Context: an optimization exercise on an open-source flow, tuned for small area and a short achievable clock period. The choices shown serve that exercise and are no tape-out recipe. At most, simulation tests tie the RTL to the original design; equivalence was not proved. No functional check of the RTL was part of runs 1 and 3. Power figures rest on the tool's default switching activity, not on a simulated workload.

File: config.mk
export PLATFORM = sky130hd
export DESIGN_NAME = ex_unit
export DESIGN_NICKNAME = ex_unit
export VERILOG_FILES = /design/flow/design.v
export SDC_FILE = /design/flow/constraint.sdc
export NUM_CORES = 4
export LEC_CHECK = 0
export CAP_MARGIN = 20
export CORE_MARGIN = 2
export CORE_UTILIZATION = 40
export SETUP_SLACK_MARGIN = 2.2
export SLEW_MARGIN = 20
File: constraint.sdc
create_clock -name core_clock -period 5.0 [get_ports {clk}]
set_input_delay 1.0000 -clock core_clock [delete_from_list [all_inputs] [get_ports {clk}]]
set_output_delay 1.0000 -clock core_clock [all_outputs]
set_load 0.01 [all_outputs]
File: design.v
`default_nettype none
package ex_pkg;
    localparam logic [6:0] op_imm    = 7'b0010011;
    localparam logic [6:0] op_reg    = 7'b0110011;
    localparam logic [6:0] op_branch = 7'b1100011;
    localparam logic [6:0] op_jal    = 7'b1101111;
    localparam logic [6:0] op_jalr   = 7'b1100111;
    localparam logic [6:0] op_lui    = 7'b0110111;
    localparam logic [6:0] op_auipc  = 7'b0010111;
endpackage
`default_nettype wire
`timescale 1ns/10ps
`default_nettype none
module ex_decode (
    input  logic        clk,
    input  logic        reset_i,
    input  logic        valid_i,
    input  logic [31:0] pc_i,
    input  logic [31:0] inst_i,
    input  logic [31:0] rs1_i,
    input  logic [31:0] rs2_i,
    output logic [31:0] x_o,       
    output logic [31:0] y_o,       
    output logic [31:0] pc_o,      
    output logic        cin_o,     
    output logic        s_add_o,   
    output logic        s_sr_o,
    output logic        s_sl_o,
    output logic        s_p_o,
    output logic        s_g_o,
    output logic        s_slt_o,
    output logic        s_sltu_o,
    output logic        s_link_o,
    output logic        arith_o,
    output logic        we_o,
    output logic [4:0]  rd_o,
    output logic        jump_o,
    output logic        bit0_o     
);
    logic [6:0] opc;
    logic [2:0] f3;
    logic       alt;
    logic       ok;
    logic       is_op, is_opimm, is_alu, is_lui, is_auipc, is_jal, is_jalr, is_br;
    logic       f_add, f_sub, f_sll, f_slt, f_sltu, f_xor, f_sr, f_or, f_and;
    logic       eq, lt, ltu, taken;
    logic [31:0] imm_i, imm_u, imm_b, imm_j;
    logic [31:0] rs1_rev;
    logic [31:0] x_d, y_d;
    assign opc = inst_i[6:0];
    assign f3  = inst_i[14:12];
    assign alt = inst_i[30];
    assign ok  = valid_i & ~reset_i;
    assign is_op    = opc == ex_pkg::op_reg;
    assign is_opimm = opc == ex_pkg::op_imm;
    assign is_alu   = is_op | is_opimm;
    assign is_lui   = opc == ex_pkg::op_lui;
    assign is_auipc = opc == ex_pkg::op_auipc;
    assign is_jal   = opc == ex_pkg::op_jal;
    assign is_jalr  = (opc == ex_pkg::op_jalr) & (f3 == 3'b000);
    assign is_br    = (opc == ex_pkg::op_branch) & (f3[2:1] != 2'b01);
    assign f_sub  = is_op & (f3 == 3'b000) & alt;
    assign f_add  = is_alu & (f3 == 3'b000) & ~f_sub;
    assign f_sll  = is_alu & (f3 == 3'b001);
    assign f_slt  = is_alu & (f3 == 3'b010);
    assign f_sltu = is_alu & (f3 == 3'b011);
    assign f_xor  = is_alu & (f3 == 3'b100);
    assign f_sr   = is_alu & (f3 == 3'b101);
    assign f_or   = is_alu & (f3 == 3'b110);
    assign f_and  = is_alu & (f3 == 3'b111);
    assign imm_i = {{20{inst_i[31]}}, inst_i[31:20]};
    assign imm_u = {inst_i[31:12], 12'b0};
    assign imm_b = {{20{inst_i[31]}}, inst_i[7], inst_i[30:25], inst_i[11:8], 1'b0};
    assign imm_j = {{12{inst_i[31]}}, inst_i[19:12], inst_i[20], inst_i[30:21], 1'b0};
    always_comb begin
        for (int i = 0; i < 32; i++) rs1_rev[i] = rs1_i[31-i];
    end
    logic o_alu, o_sll, o_rs2, o_immi, o_immu, o_pc, o_jal, o_inv;
    assign o_alu  = inst_i[4] & ~inst_i[2];
    assign o_sll  = o_alu & (f3 == 3'b001);
    assign o_rs2  = ~inst_i[2] & (inst_i[5] | ~inst_i[4]);
    assign o_immi = inst_i[2] ? ~inst_i[4] & ~inst_i[3] : ~inst_i[5] & inst_i[4];
    assign o_immu = inst_i[4] & inst_i[2];
    assign o_jal  = inst_i[3];
    assign o_pc   = inst_i[2] & ~inst_i[5] | inst_i[3] | ~inst_i[4] & ~inst_i[2];
    assign o_inv  = o_alu & ((f3 == 3'b000) & alt & inst_i[5] | (f3[2:1] == 2'b01));
    assign x_d = ({32{~o_pc & ~o_sll & ~(inst_i[4] & inst_i[5] & inst_i[2])}} & rs1_i)
               | ({32{o_sll}} & rs1_rev)
               | ({32{o_pc}} & pc_i);
    assign y_d = ({32{o_rs2 & o_alu}} & rs2_i)
               | ({32{o_immi}} & imm_i)
               | ({32{o_immu}} & imm_u)
               | ({32{~inst_i[4] & ~inst_i[2]}} & imm_b)
               | ({32{o_jal}} & imm_j);
    logic [30:0] cl, ce;
    logic        e31;
    always_comb begin
        cl = ~rs1_i[30:0] & rs2_i[30:0];
        ce = ~(rs1_i[30:0] ^ rs2_i[30:0]);
        for (int s = 1; s < 32; s = s * 2) begin
            for (int i = 0; i + s < 31; i = i + 2 * s) begin
                cl[i] = cl[i+s] | (ce[i+s] & cl[i]);
                ce[i] = ce[i+s] & ce[i];
            end
        end
    end
    assign e31 = ~(rs1_i[31] ^ rs2_i[31]);
    assign eq  = e31 & ce[0];
    assign ltu = (~rs1_i[31] & rs2_i[31]) | (e31 & cl[0]);
    assign lt  = (rs1_i[31] & ~rs2_i[31]) | (e31 & cl[0]);
    always_comb begin
        case (f3[2:1])
            2'b00:   taken = eq ^ f3[0];
            2'b10:   taken = lt ^ f3[0];
            default: taken = ltu ^ f3[0];
        endcase
    end
    always_ff @(posedge clk) begin
        x_o      <= x_d;
        y_o      <= y_d ^ {32{o_inv}};
        pc_o     <= pc_i;
        cin_o    <= o_inv;
        s_add_o  <= ok & (f_add | f_sub | is_lui | is_auipc);
        s_sr_o   <= ok & f_sr;
        s_sl_o   <= ok & f_sll;
        s_p_o    <= ok & (f_xor | f_or);
        s_g_o    <= ok & (f_and | f_or);
        s_slt_o  <= ok & f_slt;
        s_sltu_o <= ok & f_sltu;
        s_link_o <= ok & (is_jal | is_jalr);
        arith_o  <= alt & ~f_sll;
        we_o     <= ok & (is_alu | is_lui | is_auipc | is_jal | is_jalr);
        rd_o     <= inst_i[11:7] & {5{ok & (is_alu | is_lui | is_auipc | is_jal | is_jalr)}};
        jump_o   <= ok & (is_jal | is_jalr | (is_br & taken));
        bit0_o   <= ~is_jalr;
    end
endmodule
`default_nettype wire
`timescale 1ns/10ps
`default_nettype none
module ex_alu (
    input  logic        clk,
    input  logic        reset_i,
    input  logic [31:0] x_i,
    input  logic [31:0] y_i,
    input  logic [31:0] pc_i,
    input  logic        cin_i,
    input  logic        s_add_i,
    input  logic        s_sr_i,
    input  logic        s_sl_i,
    input  logic        s_p_i,
    input  logic        s_g_i,
    input  logic        s_slt_i,
    input  logic        s_sltu_i,
    input  logic        s_link_i,
    input  logic        arith_i,
    input  logic        we_i,
    input  logic [4:0]  rd_i,
    input  logic        jump_i,
    input  logic        bit0_i,
    output logic        wb_we_o,
    output logic [4:0]  wb_rd_o,
    output logic [31:0] wb_data_o,
    output logic        jump_flag_o,
    output logic [31:0] jump_addr_o
);
    logic        rn;
    logic [31:0] p, g, sum, result;
    logic        cout, lt, ltu;
    assign rn   = ~reset_i;
    assign p    = x_i ^ y_i;
    assign g    = x_i & y_i;
    logic [31:0] gg [0:5];
    logic [31:0] pp [0:5];
    logic [32:0] c;
    always_comb begin
        gg[0] = g;
        pp[0] = p;
        for (int l = 0; l < 5; l++) begin
            for (int i = 0; i < 32; i++) begin
                if ((i >> l) & 1) begin
                    gg[l+1][i] = gg[l][i] | (pp[l][i] & gg[l][((i >> l) << l) - 1]);
                    pp[l+1][i] = pp[l][i] & pp[l][((i >> l) << l) - 1];
                end else begin
                    gg[l+1][i] = gg[l][i];
                    pp[l+1][i] = pp[l][i];
                end
            end
        end
        c[0] = cin_i;
        for (int i = 0; i < 32; i++) c[i+1] = gg[5][i] | (pp[5][i] & cin_i);
    end
    assign sum  = p ^ c[31:0];
    assign cout = c[32];
    assign ltu  = ~cout;
    assign lt   = (x_i[31] == y_i[31]) ? x_i[31] : ~cout;
    logic [32:0] ext, ext_sh;
    logic [47:0] sh4;
    logic        fill, r0, r16, l0, l16;
    logic [31:0] shr_sel, shl_sel;
    assign fill   = arith_i & x_i[31];
    assign ext    = {fill, x_i};
    assign ext_sh = $signed(ext) >>> y_i[3:0];
    assign sh4    = {{16{fill}}, ext_sh[31:0]};
    assign r0     = s_sr_i & ~y_i[4];
    assign r16    = s_sr_i & y_i[4];
    assign l0     = s_sl_i & ~y_i[4];
    assign l16    = s_sl_i & y_i[4];
    always_comb begin
        for (int i = 0; i < 32; i++) begin
            shr_sel[i] = (r0 & sh4[i]) | (r16 & sh4[i+16]);
            shl_sel[i] = (l0 & sh4[31-i]) | (l16 & sh4[47-i]);
        end
    end
    logic [29:0] inc_q;
    logic [31:0] link;
    always_comb begin
        inc_q = pc_i[31:2];
        for (int l = 0; l < 5; l++) begin
            for (int i = 29; i >= 0; i--) begin
                if ((i >> l) & 1) inc_q[i] = inc_q[i] & inc_q[((i >> l) << l) - 1];
            end
        end
        link = {pc_i[31:2] ^ {inc_q[28:0], 1'b1}, pc_i[1:0]};
    end
    always_comb begin
        for (int i = 0; i < 32; i++) begin
            result[i] = shr_sel[i] | shl_sel[i] | (s_p_i & p[i]) | (s_g_i & g[i])
                      | (s_link_i & link[i]);
        end
        result[0] = result[0] | (s_slt_i & lt) | (s_sltu_i & ltu);
    end
    logic [31:0] sum_q, other_q;
    logic        add_q, we_q, flag_q, flag0_q;
    logic [4:0]  rd_q;
    always_ff @(posedge clk) begin
        sum_q   <= sum;
        other_q <= result & {32{rn}};
        add_q   <= s_add_i & rn;
        we_q    <= we_i & rn;
        rd_q    <= rd_i & {5{rn}};
        flag_q  <= jump_i & rn;
        flag0_q <= jump_i & bit0_i & rn;
    end
    assign wb_we_o     = we_q;
    assign wb_rd_o     = rd_q;
    assign wb_data_o   = (sum_q & {32{add_q}}) | other_q;
    assign jump_flag_o = flag_q;
    assign jump_addr_o = {sum_q[31:1] & {31{flag_q}}, sum_q[0] & flag0_q};
endmodule
`default_nettype wire
`timescale 1ns/10ps
`default_nettype none
module ex_top (
    input  logic        clk,
    input  logic        reset_i,
    input  logic        valid_i,
    input  logic [31:0] pc_i,
    input  logic [31:0] inst_i,
    input  logic [31:0] rs1_i,
    input  logic [31:0] rs2_i,
    output logic        wb_we_o,
    output logic [4:0]  wb_rd_o,
    output logic [31:0] wb_data_o,
    output logic        jump_flag_o,
    output logic [31:0] jump_addr_o
);
    logic [31:0] x, y, pc;
    logic        cin, s_add, s_sr, s_sl, s_p, s_g, s_slt, s_sltu, s_link, arith;
    logic        we, jump, bit0;
    logic [4:0]  rd;
    ex_decode u_decode (
        .clk(clk), .reset_i(reset_i), .valid_i(valid_i), .pc_i(pc_i), .inst_i(inst_i),
        .rs1_i(rs1_i), .rs2_i(rs2_i),
        .x_o(x), .y_o(y), .pc_o(pc), .cin_o(cin), .s_add_o(s_add), .s_sr_o(s_sr),
        .s_sl_o(s_sl), .s_p_o(s_p), .s_g_o(s_g), .s_slt_o(s_slt), .s_sltu_o(s_sltu),
        .s_link_o(s_link), .arith_o(arith), .we_o(we), .rd_o(rd), .jump_o(jump), .bit0_o(bit0)
    );
    ex_alu u_alu (
        .clk(clk), .reset_i(reset_i),
        .x_i(x), .y_i(y), .pc_i(pc), .cin_i(cin), .s_add_i(s_add), .s_sr_i(s_sr),
        .s_sl_i(s_sl), .s_p_i(s_p), .s_g_i(s_g), .s_slt_i(s_slt), .s_sltu_i(s_sltu),
        .s_link_i(s_link), .arith_i(arith), .we_i(we), .rd_i(rd), .jump_i(jump), .bit0_i(bit0),
        .wb_we_o(wb_we_o), .wb_rd_o(wb_rd_o), .wb_data_o(wb_data_o),
        .jump_flag_o(jump_flag_o), .jump_addr_o(jump_addr_o)
    );
endmodule
`default_nettype wire
`timescale 1ns/10ps
`default_nettype none
module ex_unit (
    input  logic        clk,
    input  logic        reset_i,
    input  logic        issue_valid_i,
    input  logic [31:0] issue_pc_i,
    input  logic [31:0] issue_inst_i,
    input  logic [31:0] issue_rs1_i,
    input  logic [31:0] issue_rs2_i,
    output logic        wb_we_o,
    output logic [4:0]  wb_rd_o,
    output logic [31:0] wb_data_o,
    output logic        jump_flag_o,
    output logic [31:0] jump_addr_o
);
    ex_top u_top (
        .clk(clk), .reset_i(reset_i), .valid_i(issue_valid_i), .pc_i(issue_pc_i),
        .inst_i(issue_inst_i), .rs1_i(issue_rs1_i), .rs2_i(issue_rs2_i),
        .wb_we_o(wb_we_o), .wb_rd_o(wb_rd_o), .wb_data_o(wb_data_o),
        .jump_flag_o(jump_flag_o), .jump_addr_o(jump_addr_o)
    );
endmodule
`default_nettype wire
File: flow/run.sh
#!/bin/bash
# Standard ORFS layout; only the port buffers differ: small buffers instead of
# the resizer's default pick.
set -euo pipefail
export BUFFER_PORTS_ARGS="-buffer_cell sky130_fd_sc_hd__buf_2"
bash standard.sh > standard.log 2>&1
File: standard.sh
#!/bin/bash
# synth_recipe.tcl (not shown) runs the flow's synth.tcl, then flattens the netlist and writes it again
# the make line also repeats each setting of config.mk as NAME=value (left out here)
make -C /OpenROAD-flow-scripts/flow DESIGN_CONFIG=/design/flow/config.mk WORK_HOME=/design/flow/orfs CLKGATE_MAP_FILE= SYNTH_SCRIPT=/design/flow/synth_recipe.tcl "${@:-finish}"
==> impl_results.md, run 1 <==
- Status: no timing/DRC/antenna violations
- Final setup viols: 0
- Met3 routed WL: about 3400 um
- Peak fanout along the critical path: 2
- CTS tree: built
- Root Buffer: clkbuf_16
- DIE AREA: 29080 sq um
- Slew @ Worst Pin: 1.167 ns
- Synthesized cell area: 11090 sq um
- Post-synth ARST share: 0%
- Die X-Extent: 170.5 um
- CP bufs+invs: 1
- Overflow after GRT: 0
- Psw: 0.001541 W
- Post-Syn Nets: 1424
- Die Height: about 170 um
- Worst Setup Start Kind: input port
- Power per Cell Area: 327.9 nW/um^2
- RSZ-0062 raised after global routing: yes
- Clk latency of the worst-skew pair: 0.44 ns
- Worst path slowest cell: a222oi_1
- FF+latch count, synth: between 150 and 200
- CTS HTree Levels: 4
- Syn-to-layout area delta: 21.28%
- First-pass GRT wire length: 59930 um
- Cts bufs inserted: 17
- Critical-path cell list: buf_4, ha_4, a21o_1, a21o_1, a21o_1, a222oi_1, o221ai_1, o211ai_1, mux2i_1, or3_1
- Final wirelength: 40400 um
- Clock sink count: 187
- Iter 0 DRT Violations: 1228
- Antenna-violating nets left: 0
- Most Frequent Cell on Critical Path: a21o_1
- Largest net degree at the start of global routing: 42
- Clock Power Share: between 30% and 40%
- Tcrit/Tclk final: between 50% and 60%
- RePlAce Congestion: 0.9879
- Vias in the first global route: 9701
- Starting density of the core: 40.94%
- Clock skew after layout: 0.01413 ns
- Yosys Warn Count: 4
- Post-synthesis cell type count: 68
- Top FF cell, synth: dfxtp_1
- Count of pins over their slew limit: 0
- Worst min path class: reg -> reg
- Design Area, Final: between 10000 and 15000 sq um
- Max VDD drop: about 0.00021 V
- Number of synthesized flops with an enable pin: 0
- M1 wire length: 18680 um
- DR DRC count: 0
- Hpwl dp: 32000 um
- DR pass1 iterations: 9
- Setup TNS: 0 ns
- Comb power frac: between 20% and 30%
- Tmin final: around 2.8 ns
- Synth Instances: 1222
- Crit Path Category: in -> reg
- Seq pwr share: a little over two fifths
- Cell Area, Placed: 12480 sq um
- Lkg Pwr: 6.212 nW
- CP endpoint kind: flip-flop
- Final hold vios: 0
- All-Layer GR Usage: roughly 27%
- Seq/Total Area, Yosys: between 30 and 40%
- Most frequent cells in the layout: buf_2 (197), dfxtp_1 (179), nand2_1 (98)
- Most common cell after layout, fill and taps aside: buf_2
- Internal: 0.002871 W
- Max-Cap Viols: 0
- Max Clk Rate: roughly 0.36 GHz
- Port Buffers: about 200
- Cell family with most CP delay: compound AO/OA/AOI/OAI gates
- Switching portion of total power: 34.93%
- Max_slew headroom: 22.01%
- ANT cells: 0
- Via-per-instance ratio: just under 6
- Clk slew on worst S/H paths: 0.07 ns
- CP arrival: ~3.1 ns
- Critical Path RT: around 5.3 ns
- Post-DR wirelength/cell: 22.69 um
- Uppermost layer routed: met4
- Worst path max stage delay: 0.44 ns
- Share of cells above drive strength 1: 26.76%
- Num ports: 202
- Final #Nets: 1599
- Via count: roughly 10000
- Initial antenna violation count: 0
- WL met2: 17400 um
- Avg Cell Area, Syn: 9.079 sq um
- Row count: 60
- Core area: 27100 sq um
- Clk buf depth: 2
metal layers:
layer	track usage [%]	vias to the layer above
met3	3.585	62
met5	0	-
met2	41.03	601
met4	8.213	0
li1	-	4863
met1	41.03	4962
power groups by stage:
stage	Sequential, W	Clock [W]	Combinational, W
global route	0.00185	0.00143	0.00132
floorplan	0.00178	0	0.000797
CTS	0.00183	0.00138	0.00116
global placement	0.00186	0	0.00113
finish	0.00183	0.00136	0.00122
detailed placement	0.00186	0	0.00113
worst register-to-register path: cells and delay by family (launching register included):
family | cells | cell delay [ns]
compound gates | 4 | 1.18
flops | 1 | 0.36
buf+inv | 1 | 0.28
simple gates | 2 | 0.26
mux | 2 | 0.54
worst paths after layout:
kind	slack, ns	endpoint	cells past startpoint	start
max	2.19	u_top.u_decode.jump_o$_DFF_P_	10	issue_rs2_i[21]
min	0.43	u_top.u_alu.flag0_q$_DFF_P_	1	u_top.u_decode.bit0_o$_DFF_P_
max reg2reg	2.28	u_top.u_alu.other_q[0]$_DFF_P_	9	u_top.u_decode.y_o[1]$_DFF_P_
min reg2reg	0.43	u_top.u_alu.flag0_q$_DFF_P_	1	u_top.u_decode.bit0_o$_DFF_P_
synth_stat cells, drive strengths merged, types with 2 or more instances:
library cell / number / area share [%]
a31o: 2 / 0.16
a31oi: 14 / 0.79
nand2b: 13 / 0.73
nor3: 17 / 0.77
xnor2: 61 / 4.8
inv: 86 / 2.9
and2: 48 / 2.7
ha: 70 / 7.9
a21boi: 2 / 0.14
a211oi: 6 / 0.41
a221oi: 55 / 4.4
nor2: 59 / 2.0
mux2i: 14 / 1.3
a311o: 2 / 0.18
nor2b: 18 / 1.0
xor2: 15 / 1.2
nand4: 18 / 1.2
dfxtp: 187 / 34
nand2: 99 / 3.3
or2: 7 / 0.39
nor3b: 3 / 0.20
a222oi: 41 / 3.7
o21a: 11 / 0.74
clkinv: 2 / 0.068
mux2: 8 / 0.81
and3: 10 / 0.61
o22ai: 4 / 0.23
o21ai: 35 / 1.6
nor4: 4 / 0.50
mux4: 29 / 5.9
a221o: 16 / 1.5
or3: 7 / 0.39
o211ai: 5 / 0.34
a21oi: 62 / 2.8
clkbuf: 66 / 2.3
buf: 11 / 0.60
a22oi: 10 / 0.68
o31ai: 2 / 0.14
a21o: 55 / 3.7
nand3: 23 / 1.1
a211o: 2 / 0.16
o221ai: 7 / 0.55
o21bai: 2 / 0.14
sequential cells by signal, indices dropped and copies added (netlist names):
name                     flops
u_top.u_alu.flag_q           1
u_top.u_decode.s_sl_o        1
u_top.u_decode.s_sltu_o      1
u_top.u_decode.s_slt_o       1
u_top.u_decode.s_add_o       1
u_top.u_decode.arith_o       1
u_top.u_alu.rd_q             5
u_top.u_alu.we_q             1
u_top.u_decode.s_sr_o        1
u_top.u_decode.pc_o         32
u_top.u_alu.flag0_q          1
u_top.u_alu.add_q            1
u_top.u_alu.sum_q           32
u_top.u_decode.jump_o        1
u_top.u_alu.other_q         32
u_top.u_decode.x_o          32
u_top.u_decode.s_link_o      1
u_top.u_decode.bit0_o        1
u_top.u_decode.y_o          32
u_top.u_decode.s_p_o         1
u_top.u_decode.cin_o         1
u_top.u_decode.we_o          1
u_top.u_decode.s_g_o         1
u_top.u_decode.rd_o          5
through the flow:
step / hold WS [ns] / util, % / total power, W / std cells / worst slack [ns]
2_1_floorplan: 0.4057 / - / 0.002582 / 1222 / 2.078
3_3_place_gp: 0.4180 / 46.05 / 0.002992 / 1733 / 1.763
3_5_place_dp: 0.4204 / 46.05 / 0.002997 / 1733 / 1.705
4_1_cts: 0.4379 / 48.71 / 0.004369 / 1769 / 2.201
5_1_grt: 0.4566 / 49.65 / 0.004605 / 1781 / 2.120
6_report: 0.4332 / 49.65 / 0.004411 / 1781 / 2.188
layout make-up:
class,count,area [sq um]
clock inverter,13,141.4
clock buffer,18,439.2
multi-input combinational,869,6999
fill,2621,13650
sequential,187,3759
timing repair inverter,1,5.005
inverter,88,360.3
tap,372,465.4
timing repair buffer,233,1286
repair_timing:
action | CTS | global route
endpoints found under the setup margin | 72 | 60
gates resized for setup | 21 | 39
hold buffers | 0 | 0
setup buffers | 5 | 10
pin swaps | 5 | 14
gates cloned | 0 | 1
cell families (layout without fill, tap and decap cells):
group	count (synthesis)	after routing	synth area share [%]
compound gates	337	337	22.60
simple gates	334	334	15.63
xor+xnor	76	76	6.000
buf+inv	166	353	5.988
fa+ha+maj	71	71	8.075
flops	187	187	33.74
mux	51	51	7.962
==> run 2: changes to the inputs <==
--- a/design.v
+++ b/design.v
@@ -34,7 +34,14 @@
     output logic        arith_o,
     output logic        we_o,
     output logic [4:0]  rd_o,
-    output logic        jump_o,
+    output logic        jmp_o,     
+    output logic        br_o,      
+    output logic        ceq_o,     
+    output logic        cu_o,      
+    output logic        neg_o,     
+    output logic        eq_o,      
+    output logic        lt_o,      
+    output logic        ltu_o,     
     output logic        bit0_o     
 );
     logic [6:0] opc;
@@ -43,7 +50,7 @@
     logic       ok;
     logic       is_op, is_opimm, is_alu, is_lui, is_auipc, is_jal, is_jalr, is_br;
     logic       f_add, f_sub, f_sll, f_slt, f_sltu, f_xor, f_sr, f_or, f_and;
-    logic       eq, lt, ltu, taken;
+    logic       eq, lt, ltu;
     logic [31:0] imm_i, imm_u, imm_b, imm_j;
     logic [31:0] rs1_rev;
     logic [31:0] x_d, y_d;
@@ -108,13 +115,6 @@
     assign eq  = e31 & ce[0];
     assign ltu = (~rs1_i[31] & rs2_i[31]) | (e31 & cl[0]);
     assign lt  = (rs1_i[31] & ~rs2_i[31]) | (e31 & cl[0]);
-    always_comb begin
-        case (f3[2:1])
-            2'b00:   taken = eq ^ f3[0];
-            2'b10:   taken = lt ^ f3[0];
-            default: taken = ltu ^ f3[0];
-        endcase
-    end
     always_ff @(posedge clk) begin
         x_o      <= x_d;
         y_o      <= y_d ^ {32{o_inv}};
@@ -131,7 +131,14 @@
         arith_o  <= alt & ~f_sll;
         we_o     <= ok & (is_alu | is_lui | is_auipc | is_jal | is_jalr);
         rd_o     <= inst_i[11:7] & {5{ok & (is_alu | is_lui | is_auipc | is_jal | is_jalr)}};
-        jump_o   <= ok & (is_jal | is_jalr | (is_br & taken));
+        jmp_o    <= ok & (is_jal | is_jalr);
+        br_o     <= ok & is_br;
+        ceq_o    <= ~f3[2];
+        cu_o     <= f3[1];
+        neg_o    <= f3[0];
+        eq_o     <= eq;
+        lt_o     <= lt;
+        ltu_o    <= ltu;
         bit0_o   <= ~is_jalr;
     end
 endmodule
@@ -156,7 +163,14 @@
     input  logic        arith_i,
     input  logic        we_i,
     input  logic [4:0]  rd_i,
-    input  logic        jump_i,
+    input  logic        jmp_i,
+    input  logic        br_i,
+    input  logic        ceq_i,
+    input  logic        cu_i,
+    input  logic        neg_i,
+    input  logic        eq_i,
+    input  logic        lt_i,
+    input  logic        ltu_i,
     input  logic        bit0_i,
     output logic        wb_we_o,
     output logic [4:0]  wb_rd_o,
@@ -223,6 +237,8 @@
         end
         link = {pc_i[31:2] ^ {inc_q[28:0], 1'b1}, pc_i[1:0]};
     end
+    logic jump;
+    assign jump = jmp_i | (br_i & ((ceq_i ? eq_i : (cu_i ? ltu_i : lt_i)) ^ neg_i));
     always_comb begin
         for (int i = 0; i < 32; i++) begin
             result[i] = shr_sel[i] | shl_sel[i] | (s_p_i & p[i]) | (s_g_i & g[i])
@@ -239,8 +255,8 @@
         add_q   <= s_add_i & rn;
         we_q    <= we_i & rn;
         rd_q    <= rd_i & {5{rn}};
-        flag_q  <= jump_i & rn;
-        flag0_q <= jump_i & bit0_i & rn;
+        flag_q  <= jump & rn;
+        flag0_q <= jump & bit0_i & rn;
     end
     assign wb_we_o     = we_q;
     assign wb_rd_o     = rd_q;
@@ -267,20 +283,22 @@
 );
     logic [31:0] x, y, pc;
     logic        cin, s_add, s_sr, s_sl, s_p, s_g, s_slt, s_sltu, s_link, arith;
-    logic        we, jump, bit0;
+    logic        we, jmp, br, ceq, cu, neg, eq, lt, ltu, bit0;
     logic [4:0]  rd;
     ex_decode u_decode (
         .clk(clk), .reset_i(reset_i), .valid_i(valid_i), .pc_i(pc_i), .inst_i(inst_i),
         .rs1_i(rs1_i), .rs2_i(rs2_i),
         .x_o(x), .y_o(y), .pc_o(pc), .cin_o(cin), .s_add_o(s_add), .s_sr_o(s_sr),
         .s_sl_o(s_sl), .s_p_o(s_p), .s_g_o(s_g), .s_slt_o(s_slt), .s_sltu_o(s_sltu),
-        .s_link_o(s_link), .arith_o(arith), .we_o(we), .rd_o(rd), .jump_o(jump), .bit0_o(bit0)
+        .s_link_o(s_link), .arith_o(arith), .we_o(we), .rd_o(rd), .jmp_o(jmp), .br_o(br), .ceq_o(ceq), .cu_o(cu), .neg_o(neg),
+        .eq_o(eq), .lt_o(lt), .ltu_o(ltu), .bit0_o(bit0)
     );
     ex_alu u_alu (
         .clk(clk), .reset_i(reset_i),
         .x_i(x), .y_i(y), .pc_i(pc), .cin_i(cin), .s_add_i(s_add), .s_sr_i(s_sr),
         .s_sl_i(s_sl), .s_p_i(s_p), .s_g_i(s_g), .s_slt_i(s_slt), .s_sltu_i(s_sltu),
-        .s_link_i(s_link), .arith_i(arith), .we_i(we), .rd_i(rd), .jump_i(jump), .bit0_i(bit0),
+        .s_link_i(s_link), .arith_i(arith), .we_i(we), .rd_i(rd), .jmp_i(jmp), .br_i(br), .ceq_i(ceq), .cu_i(cu), .neg_i(neg),
+        .eq_i(eq), .lt_i(lt), .ltu_i(ltu), .bit0_i(bit0),
         .wb_we_o(wb_we_o), .wb_rd_o(wb_rd_o), .wb_data_o(wb_data_o),
         .jump_flag_o(jump_flag_o), .jump_addr_o(jump_addr_o)
     );
==> flow/run.sh (replaced) <==
#!/bin/bash
# Standard ORFS layout; only the port buffers differ: small buffers instead of
# the resizer's default pick.
set -euo pipefail
export BUFFER_PORTS_ARGS="-buffer_cell sky130_fd_sc_hd__buf_1"
bash standard.sh > standard.log 2>&1
--- a/config.mk
+++ b/config.mk
@@ -8,5 +8,6 @@
 export CAP_MARGIN = 20
 export CORE_MARGIN = 2
 export CORE_UTILIZATION = 40
-export SETUP_SLACK_MARGIN = 2.2
+export CTS_BUF_LIST = sky130_fd_sc_hd__clkbuf_8
+export SETUP_SLACK_MARGIN = 2.45
 export SLEW_MARGIN = 20
==> impl_results.md, run 2 <==
- All-Layer GR Usage: 27.28% (-0.19 points)
- DR pass1 iterations: 9 (unchanged)
- Worst hold stages: 1 (unchanged)
- Final setup viols: 0 (unchanged)
- Worst Setup Start Kind: flip-flop
- Grt met3 use: 5.081% (+1.5 points)
- CTS tree: built
- RSZ-0062 raised after global routing: yes
- FF+latch count, synth: 193 (+3.2%)
- Most common cell in the netlist: dfxtp_1
- Worst path slowest cell: mux4_2
- Die X-Extent: 172.4 um (+1.1%)
- Synth Instances: 1240 (+1.5%)
- Peak fanout along the critical path: 6 (+4)
- Tmin final: 2.537 ns (-0.2749 ns)
- Share of cells above drive strength 1: 13.16% (-14 points)
- Count of pins over their slew limit: 0 (unchanged)
- Power per Cell Area: 317.4 nW/um^2 (-3.2%)
- Max-Cap Viols: 0 (unchanged)
- CP endpoint kind: flip-flop
- Clk buf depth: 2 (unchanged)
- Largest net degree at the start of global routing: 44 (+4.8%)
- Initial antenna violation count: 0 (unchanged)
- Seq/Total Area, Yosys: 34.07% (+0.32 points)
- Clk latency of the worst-skew pair: 0.49 ns (+0.05 ns)
- Row count: 61 (+1.7%)
- Worst hold start: u_top.u_decode.rd_o[3]$_DFF_P_
- Avg Cell Area, Syn: 9.147 sq um (+0.75%)
- DIE AREA: 29720 sq um (+2.2%)
- Port Buffers: 201 (unchanged)
- Via count: 10490 (-0.0095%)
- Met2 global-route usage: 41.63% (+0.60 points)
- Max VDD drop: 0.0001622 V (-21%)
- Levels on crit path: 9 (-1)
- Clk slew on worst S/H paths: 0.11 ns (+0.04 ns)
- Root Buffer: clkbuf_8
- Post-synthesis cell type count: 67 (-1.5%)
- Number of synthesized flops with an enable pin: 0 (unchanged)
- Final hold vios: 0 (unchanged)
- Overflow after GRT: 0 (unchanged)
- Cts bufs inserted: 17 (unchanged)
- Synthesized cell area: 11340 sq um (+2.2%)
- Critical-path cell list: buf_12, buf_4, mux4_2, nand2_1, o21ai_1, o21ai_0, mux2i_1, a221oi_2, a21oi_1
- Yosys Warn Count: 4 (unchanged)
- Core area: 27860 sq um (+2.8%)
- Antenna-violating nets left: 0 (unchanged)
- RePlAce Congestion: 0.9946 (+0.68%)
- Post-synth top cells: dfxtp_1 (193), nand2_1 (86), inv_1 (84), ha_1 (70), a21oi_1 (68)
- Post-DR wirelength/cell: 22.61 um (-0.35%)
- Final #Nets: 1610 (+0.69%)
- Num ports: 202 (unchanged)
- First-pass GRT wire length: 59600 um (-0.55%)
- Top-area cell type share of the netlist area: 34.07% (+0.32 points)
- Most frequent cells in the layout: buf_1 (197), dfxtp_1 (178), nand2_1 (85)
- Hpwl dp: 32340 um (+1.0%)
- CTS HTree Levels: 4 (unchanged)
- Slew @ Worst Pin: 1.120 ns (-0.04780 ns)
- Hold_buf cts: 0 (unchanged)
- Post-Syn Nets: 1442 (+1.3%)
- CP arrival: 2.89 ns (-0.24 ns)
- Leading area contributor after synthesis: dfxtp_1
- Via-per-instance ratio: 5.829 (-1.0%)
- Final wirelength: 40670 um (+0.66%)
- Status: no timing/DRC/antenna violations
- Largest cells by area after synthesis: dfxtp_1 (34%), ha_1 (7.7%), mux4_2 (5.0%)
- Worst reg-to-reg path cell count: 9 (unchanged)
- Post-synth ARST share: 0% (unchanged)
- DR DRC count: 0 (unchanged)
- Max_slew headroom: 25.21% (+3.2 points)
- Cell family with most CP delay: compound AO/OA/AOI/OAI gates
- Cell Area, Placed: 12390 sq um (-0.69%)
- Vias in the first global route: 9680 (-0.22%)
- Lkg Pwr: 5.541 nW (-11%)
- Setup TNS: 0 ns (unchanged)
- Clock skew after layout: 0.01738 ns (+0.003253 ns)
- Max Clk Rate: 0.3942 GHz (+11%)
- Clock sink count: 193 (+3.2%)
- Most common cell after layout, fill and taps aside: buf_1
- Design Area, Final: 13270 sq um (-1.3%)
- Worst hold endpoint: u_top.u_alu.rd_q[3]$_DFF_P_
- Iter 0 DRT Violations: 1409 (+15%)
- Crit Reg-Reg Endpoint: u_top.u_alu.other_q[0]$_DFF_P_
- CP bufs+invs: 2 (+1)
- Top FF cell, synth: dfxtp_1
- FF-to-FF Start: u_top.u_decode.y_o[0]$_DFF_P_
- Setup slack, reg-to-reg: 2.46 ns (+0.18 ns)
- Worst min path class: reg -> reg
- ANT cells: 0 (unchanged)
- Die Height: 172.4 um (+1.1%)
- Crit Path Category: reg -> reg
- Gr busiest metal: met2
- Syn-to-layout area delta: 17.03%
- Tcrit/Tclk final: 50.73% (-5.5 points)
- Starting density of the core: 40.71% (-0.22 points)
- Met1 global-route usage: 39.14% (-1.9 points)
- Critical Path RT: 5.35 ns (+0.03 ns)
- Worst path max stage delay: 0.52 ns (+0.08 ns)
run 2: cell count changes in the layout (fill, tap and decap cells not counted), sizes merged, moves of 5 or more:
cell / change
dfxtp: +6
o221ai: -7
mux2i: +10
xnor2: -7
a21o: -9
nand2: -13
a21oi: +6
o21ai: +14
xor2: +8
or3: -5
run 2: power by group:
part | leakage [nW] | internal (W) | switching [W]
clock | 0.202 | 0.000459 | 0.000566
sequential | 1.61 | 0.00173 | 0.000172
combinational | 3.73 | 0.000529 | 0.000754
run 2: how the worst max path moves through the flow:
| stage | start | end | slack (ns) |
|---|---|---|---|
| global route | u_top.u_decode.pc_o[2]$_DFF_P_ | u_top.u_alu.other_q[18]$_DFF_P_ | 2.29 |
| global placement | issue_inst_i[12] | u_top.u_decode.x_o[8]$_DFF_P_ | 1.74 |
| CTS | u_top.u_decode.x_o[18]$_DFF_P_ | u_top.u_alu.sum_q[31]$_DFF_P_ | 2.37 |
| finish | u_top.u_decode.y_o[0]$_DFF_P_ | u_top.u_alu.other_q[0]$_DFF_P_ | 2.46 |
| detailed placement | issue_inst_i[4] | u_top.u_decode.y_o[30]$_DFF_P_ | 1.74 |
| floorplan | issue_inst_i[2] | u_top.u_decode.y_o[22]$_DFF_P_ | 2.45 |
run 2: final cells by class:
type | instances | area (sq um)
clock buffers | 21 | 289.0
clock inverters | 11 | 113.9
fillers | 2779 | 14580
inverters | 87 | 330.3
multi-input cells | 877 | 7108
flip-flops and latches | 193 | 3902
well taps | 378 | 473.0
repair buffers | 232 | 1057
run 2: per-layer routing:
layer | part of all wire (%) | up-vias
li1 | - | 4916
met1 | 45 | 4924
met2 | 43 | 596
met3 | 9.7 | 51
met4 | 2.2 | 0
met5 | 0 | -
run 2: cells by family after synthesis:
| group | share of synthesized area [%] |
|---|---|
| xor gates and xnor gates | 5.946 |
| AOI/OAI and AO/OA | 22.04 |
| DFF | 34.07 |
| muxes | 9.134 |
| and+or+nand+nor | 14.68 |
| adders and majority gates | 7.899 |
| buffers and inverters | 6.233 |
run 2: metrics by stage:
step / total power, W / setup WS (ns) / utilization (%) / hold slack [ns] / std cells
final: 0.004213 / 2.463 / 47.65 / 0.4443 / 1799
after global routing: 0.004407 / 2.292 / 47.65 / 0.4639 / 1799
after CTS: 0.004160 / 2.372 / 46.77 / 0.4460 / 1790
after detailed placement: 0.003087 / 1.737 / 44.49 / 0.4204 / 1749
after global placement: 0.003086 / 1.745 / 44.49 / 0.4146 / 1749
after floorplan: 0.002678 / 2.447 / - / 0.4057 / 1240
run 2: what timing repair did:
action,in CTS,in global routing
endpoints found under the setup margin,162,49
gates cloned,1,0
pin swaps,4,15
setup buffers,8,9
resized for setup,37,48
==> run 3: changes to the inputs <==
--- a/design.v
+++ b/design.v
@@ -50,6 +50,7 @@
     logic       ok;
     logic       is_op, is_opimm, is_alu, is_lui, is_auipc, is_jal, is_jalr, is_br;
     logic       f_add, f_sub, f_sll, f_slt, f_sltu, f_xor, f_sr, f_or, f_and;
+    logic       inv;
     logic       eq, lt, ltu;
     logic [31:0] imm_i, imm_u, imm_b, imm_j;
     logic [31:0] rs1_rev;
@@ -75,6 +76,7 @@
     assign f_sr   = is_alu & (f3 == 3'b101);
     assign f_or   = is_alu & (f3 == 3'b110);
     assign f_and  = is_alu & (f3 == 3'b111);
+    assign inv    = f_sub | f_slt | f_sltu;
     assign imm_i = {{20{inst_i[31]}}, inst_i[31:20]};
     assign imm_u = {inst_i[31:12], 12'b0};
     assign imm_b = {{20{inst_i[31]}}, inst_i[7], inst_i[30:25], inst_i[11:8], 1'b0};
@@ -82,23 +84,14 @@
     always_comb begin
         for (int i = 0; i < 32; i++) rs1_rev[i] = rs1_i[31-i];
     end
-    logic o_alu, o_sll, o_rs2, o_immi, o_immu, o_pc, o_jal, o_inv;
-    assign o_alu  = inst_i[4] & ~inst_i[2];
-    assign o_sll  = o_alu & (f3 == 3'b001);
-    assign o_rs2  = ~inst_i[2] & (inst_i[5] | ~inst_i[4]);
-    assign o_immi = inst_i[2] ? ~inst_i[4] & ~inst_i[3] : ~inst_i[5] & inst_i[4];
-    assign o_immu = inst_i[4] & inst_i[2];
-    assign o_jal  = inst_i[3];
-    assign o_pc   = inst_i[2] & ~inst_i[5] | inst_i[3] | ~inst_i[4] & ~inst_i[2];
-    assign o_inv  = o_alu & ((f3 == 3'b000) & alt & inst_i[5] | (f3[2:1] == 2'b01));
-    assign x_d = ({32{~o_pc & ~o_sll & ~(inst_i[4] & inst_i[5] & inst_i[2])}} & rs1_i)
-               | ({32{o_sll}} & rs1_rev)
-               | ({32{o_pc}} & pc_i);
-    assign y_d = ({32{o_rs2 & o_alu}} & rs2_i)
-               | ({32{o_immi}} & imm_i)
-               | ({32{o_immu}} & imm_u)
-               | ({32{~inst_i[4] & ~inst_i[2]}} & imm_b)
-               | ({32{o_jal}} & imm_j);
+    assign x_d = ({32{(is_alu & ~f_sll) | is_jalr}} & rs1_i)
+               | ({32{f_sll}} & rs1_rev)
+               | ({32{is_auipc | is_jal | is_br}} & pc_i);
+    assign y_d = ({32{is_op}} & rs2_i)
+               | ({32{is_opimm | is_jalr}} & imm_i)
+               | ({32{is_lui | is_auipc}} & imm_u)
+               | ({32{is_br}} & imm_b)
+               | ({32{is_jal}} & imm_j);
     logic [30:0] cl, ce;
     logic        e31;
     always_comb begin
@@ -117,9 +110,9 @@
     assign lt  = (rs1_i[31] & ~rs2_i[31]) | (e31 & cl[0]);
     always_ff @(posedge clk) begin
         x_o      <= x_d;
-        y_o      <= y_d ^ {32{o_inv}};
+        y_o      <= y_d ^ {32{inv}};
         pc_o     <= pc_i;
-        cin_o    <= o_inv;
+        cin_o    <= inv;
         s_add_o  <= ok & (f_add | f_sub | is_lui | is_auipc);
         s_sr_o   <= ok & f_sr;
         s_sl_o   <= ok & f_sll;
==> impl_results.md, run 3 <==
- Via count: 10910 (+4.0%)
- Final setup viols: 0 (unchanged)
- Crit Path Category: reg -> reg
- Via-per-instance ratio: 5.966 (+2.3%)
- Clock skew after layout: 0.02665 ns (+0.009274 ns)
- Top FF cell, synth: dfxtp_1
- Max Clk Rate: 0.3924 GHz (-0.45%)
- Worst Setup Start Kind: flip-flop
- Peak fanout along the critical path: 6 (unchanged)
- CTS HTree Levels: 4 (unchanged)
- Post-synth ARST share: 0% (unchanged)
- Largest cells by area after synthesis: dfxtp_1 (34%), ha_1 (7.8%), mux4_2 (5.6%)
- Critical Path RT: 5.39 ns (+0.04 ns)
- DR pass1 iterations: 9 (unchanged)
- ANT cells: 0 (unchanged)
- Tcrit/Tclk final: 50.96% (+0.23 points)
- Max-Cap Viols: 0 (unchanged)
- Cts bufs inserted: 17 (unchanged)
- DIE AREA: 29610 sq um (-0.37%)
- Post-DR wirelength/cell: 23.54 um (+4.1%)
- Most common cell in the netlist: dfxtp_1
- Lkg Pwr: 5.853 nW (+5.6%)
- Core area: 27780 sq um (-0.27%)
- Root Buffer: clkbuf_8
- Yosys Warn Count: 4 (unchanged)
- Largest net degree at the start of global routing: 42 (-4.5%)
- Die Height: 172.1 um (-0.18%)
- DR DRC count: 0 (unchanged)
- Cell family with most CP delay: compound AO/OA/AOI/OAI gates
- Seq/Total Area, Yosys: 34.19% (+0.13 points)
- Worst path slowest cell: or4_1
- Antenna-violating nets left: 0 (unchanged)
- Post-synthesis cell type count: 68 (+1.5%)
- Power per Cell Area: 220.9 nW/um^2 (-30%)
- Die X-Extent: 172.1 um (-0.18%)
- Final #Nets: 1639 (+1.8%)
- Initial antenna violation count: 0 (unchanged)
- Worst min path class: reg -> reg
- Clk slew on worst S/H paths: 0.10 ns (about the same)
- Worst path max stage delay: 0.50 ns (-0.02 ns)
- Share of cells above drive strength 1: 15.45% (+2.3 points)
- CTS tree: built
- Synthesized cell area: 11300 sq um (-0.38%)
- Clk buf depth: 2 (unchanged)
- Tmin final: 2.548 ns (+0.01159 ns)
- Synth Instances: 1233 (-0.56%)
- Top-area cell type share of the netlist area: 34.19% (+0.13 points)
- Port Buffers: 201 (unchanged)
- Num ports: 202 (unchanged)
- Mux cell area share after synthesis: 8.792% (-0.34 points)
- Starting density of the core: 40.67% (-0.041 points)
- Vias in the first global route: 10210 (+5.5%)
- CP bufs+invs: 0 (-2)
- RePlAce Congestion: 0.9435 (-5.1%)
- Slew @ Worst Pin: 1.189 ns (+0.06903 ns)
- Leading area contributor after synthesis: dfxtp_1
- Count of pins over their slew limit: 0 (unchanged)
- Post-Synth Adder-Cell Area: 7.928% (+0.030 points)
- Largest family of logic cells by synthesized area: compound AO/OA/AOI/OAI gates
- Hold slack: 0.4513 ns (+0.007043 ns)
- Clock sink count: 193 (unchanged)
- Post-synthesis simple-gate area fraction: 13.95% (-0.73 points)
- Syn-to-layout area delta: 20.83%
- CP arrival: 2.94 ns (+0.05 ns)
- Final hold vios: 0 (unchanged)
- CP endpoint kind: flip-flop
- First-pass GRT wire length: 62350 um (+4.6%)
- Final wirelength: 43040 um (+5.8%)
- Number of synthesized flops with an enable pin: 0 (unchanged)
- Setup slack, reg-to-reg: 2.45 ns (about the same)
- Clk latency of the worst-skew pair: 0.49 ns (about the same)
- Most common cell after layout, fill and taps aside: buf_1
- Setup TNS: 0 ns (unchanged)
- Post-Syn Nets: 1435 (-0.49%)
- Max VDD drop: 0.0001662 V (+2.5%)
- Xor/xnor share of the synthesized area: 6.046% (+0.10 points)
- All-Layer GR Usage: 28.42% (+1.1 points)
- Critical-path cell list: ha_4, a21o_1, a31o_2, a22oi_2, and2_4, a21oi_4, or4_1, o211a_1
- Complex-gate fraction of the synthesized area: 23.26% (+1.2 points)
- Max_slew headroom: 20.60% (-4.6 points)
- RSZ-0062 raised after global routing: yes
- Most frequent cells in the layout: buf_1 (200), dfxtp_1 (172), nand2_1 (99)
- Row count: 61 (unchanged)
- Overflow after GRT: 0 (unchanged)
- Hpwl dp: 32930 um (+1.8%)
- FF+latch count, synth: 193 (unchanged)
- Status: no timing/DRC/antenna violations
- Post-synth top cells: dfxtp_1 (193), nand2_1 (100), inv_1 (86), ha_1 (70), a21oi_1 (67)
- Iter 0 DRT Violations: 1289 (-8.5%)
- Avg Cell Area, Syn: 9.164 sq um (+0.19%)
[run 3: kinds of logic (layout without fill, tap and decap cells)]
logic type	after synthesis	in the layout
AO/OA/AOI/OAI	350	350
XOR/XNOR	78	78
adder cells (fa/ha/maj)	71	71
buffers and inverters	161	378
flip-flops	193	193
multiplexers	63	63
AND/OR/NAND/NOR	317	317
[run 3: worst reg2reg max path, cell delays in order (launching register included)]
cell     delay, ns
dfxtp_1       0.42
ha_4          0.26
a21o_1        0.21
a31o_2        0.28
a22oi_2       0.29
and2_4        0.27
a21oi_4       0.08
or4_1         0.50
o211a_1       0.15
[run 3: cell type report]
cell class | instances | area, sq um
well taps | 378 | 473.0
fillers | 2748 | 14130
multi-input cells | 879 | 7154
repair inverters | 1 | 5.005
repair buffers | 258 | 1343
clock inverters | 14 | 172.7
flip-flops and latches | 193 | 3925
clock buffers | 18 | 247.7
inverters | 87 | 332.8
[run 3: metrics by stage]
| step | setup WS (ns) | util (%) | cell area (sq um) | instances | power, W |
|---|---|---|---|---|---|
| 2_1_floorplan | 2.460 | - | 11320 | 1233 | 0.001779 |
| 3_3_place_gp | 1.608 | 44.35 | 12320 | 1752 | 0.001921 |
| 3_5_place_dp | 1.598 | 44.35 | 12320 | 1752 | 0.001922 |
| 4_1_cts | 2.403 | 46.94 | 13040 | 1796 | 0.003017 |
| 5_1_grt | 2.390 | 49.14 | 13650 | 1828 | 0.003114 |
| 6_report | 2.452 | 49.14 | 13650 | 1828 | 0.003016 |
[run 3: worst paths after layout]
path,from,endpoint,cells after the start
worst min register to register,u_top.u_decode.s_add_o$_DFF_P_,u_top.u_alu.add_q$_DFF_P_,1
worst max register to register,u_top.u_decode.y_o[9]$_DFF_P_,u_top.u_alu.sum_q[23]$_DFF_P_,8
worst max-delay path,u_top.u_decode.y_o[9]$_DFF_P_,u_top.u_alu.sum_q[23]$_DFF_P_,8
worst min-delay path,u_top.u_decode.s_add_o$_DFF_P_,u_top.u_alu.add_q$_DFF_P_,1
[run 3: power breakdown]
group | internal (W) | switching [W] | leakage [nW]
registers | 0.00157 | 0.0000342 | 1.59
clock network | 0.000475 | 0.000628 | 0.213
logic | 0.000123 | 0.000187 | 4.05
total | 0.00217 | 0.000850 | 5.85
[run 3: what timing repair did]
| item | in CTS | in global routing |
|---|---|---|
| pin swaps | 3 | 22 |
| gates resized for setup | 49 | 81 |
| hold buffers | 0 | 0 |
| gates cloned | 2 | 3 |
| buffers inserted | 10 | 29 |
| hold endpoints to repair | 0 | 0 |
| setup endpoints to repair | 154 | 64 |
[run 3: layer usage]
| layer | global-route usage [%] | share of wire (%) | vias to the layer above |
|---|---|---|---|
| met5 | 0 | 0 | - |
| met4 | 11.95 | 4.0 | 0 |
| met3 | 6.203 | 11 | 92 |
| met2 | 42.50 | 42 | 682 |
| met1 | 39.54 | 43 | 5141 |
| li1 | - | - | 4991 |

separate check: timing with driven ports:
In the flow no input, the clock included, has a driving cell. The finished layouts below were timed again as built, in two steps.
Step 1 sets driving cells, clkbuf_16 on the clock port and buf_2 on the other inputs (assumed; they add their load-dependent delay and slew).
Step 2 adds t to the input delays and takes it off the output delays; t is the mean of the earliest and latest rising clock arrival at the registers after step 1. Input paths then give back, and output paths get back, about the clock's delay inside the block.
Three values: ideal ports, drivers, drivers and shift; two values: the first two.
| run | t, ns | setup WS [ns] | latest minus earliest clock arrival (ns) | worst register clock-pin slew, ns | pins driven straight from the clock port |
|---|---|---|---|---|---|
| run 1 | 0.479 | 2.188 / 2.217 / 1.738 | 0.016 / 0.015 | 0.08 / 0.08 | 1 |
| run 2 | 0.524 | 2.463 / 2.463 / 2.001 | 0.019 / 0.019 | 0.11 / 0.11 | 1 |
| run 3 | 0.527 | 2.452 / 2.452 / 2.019 | 0.028 / 0.028 | 0.12 / 0.12 | 1 |
After both steps setup and hold are still met in every run listed. The setup slack of run 2, which loses most, moves by 0.000 ns with the drivers and by -0.462 ns with both steps.
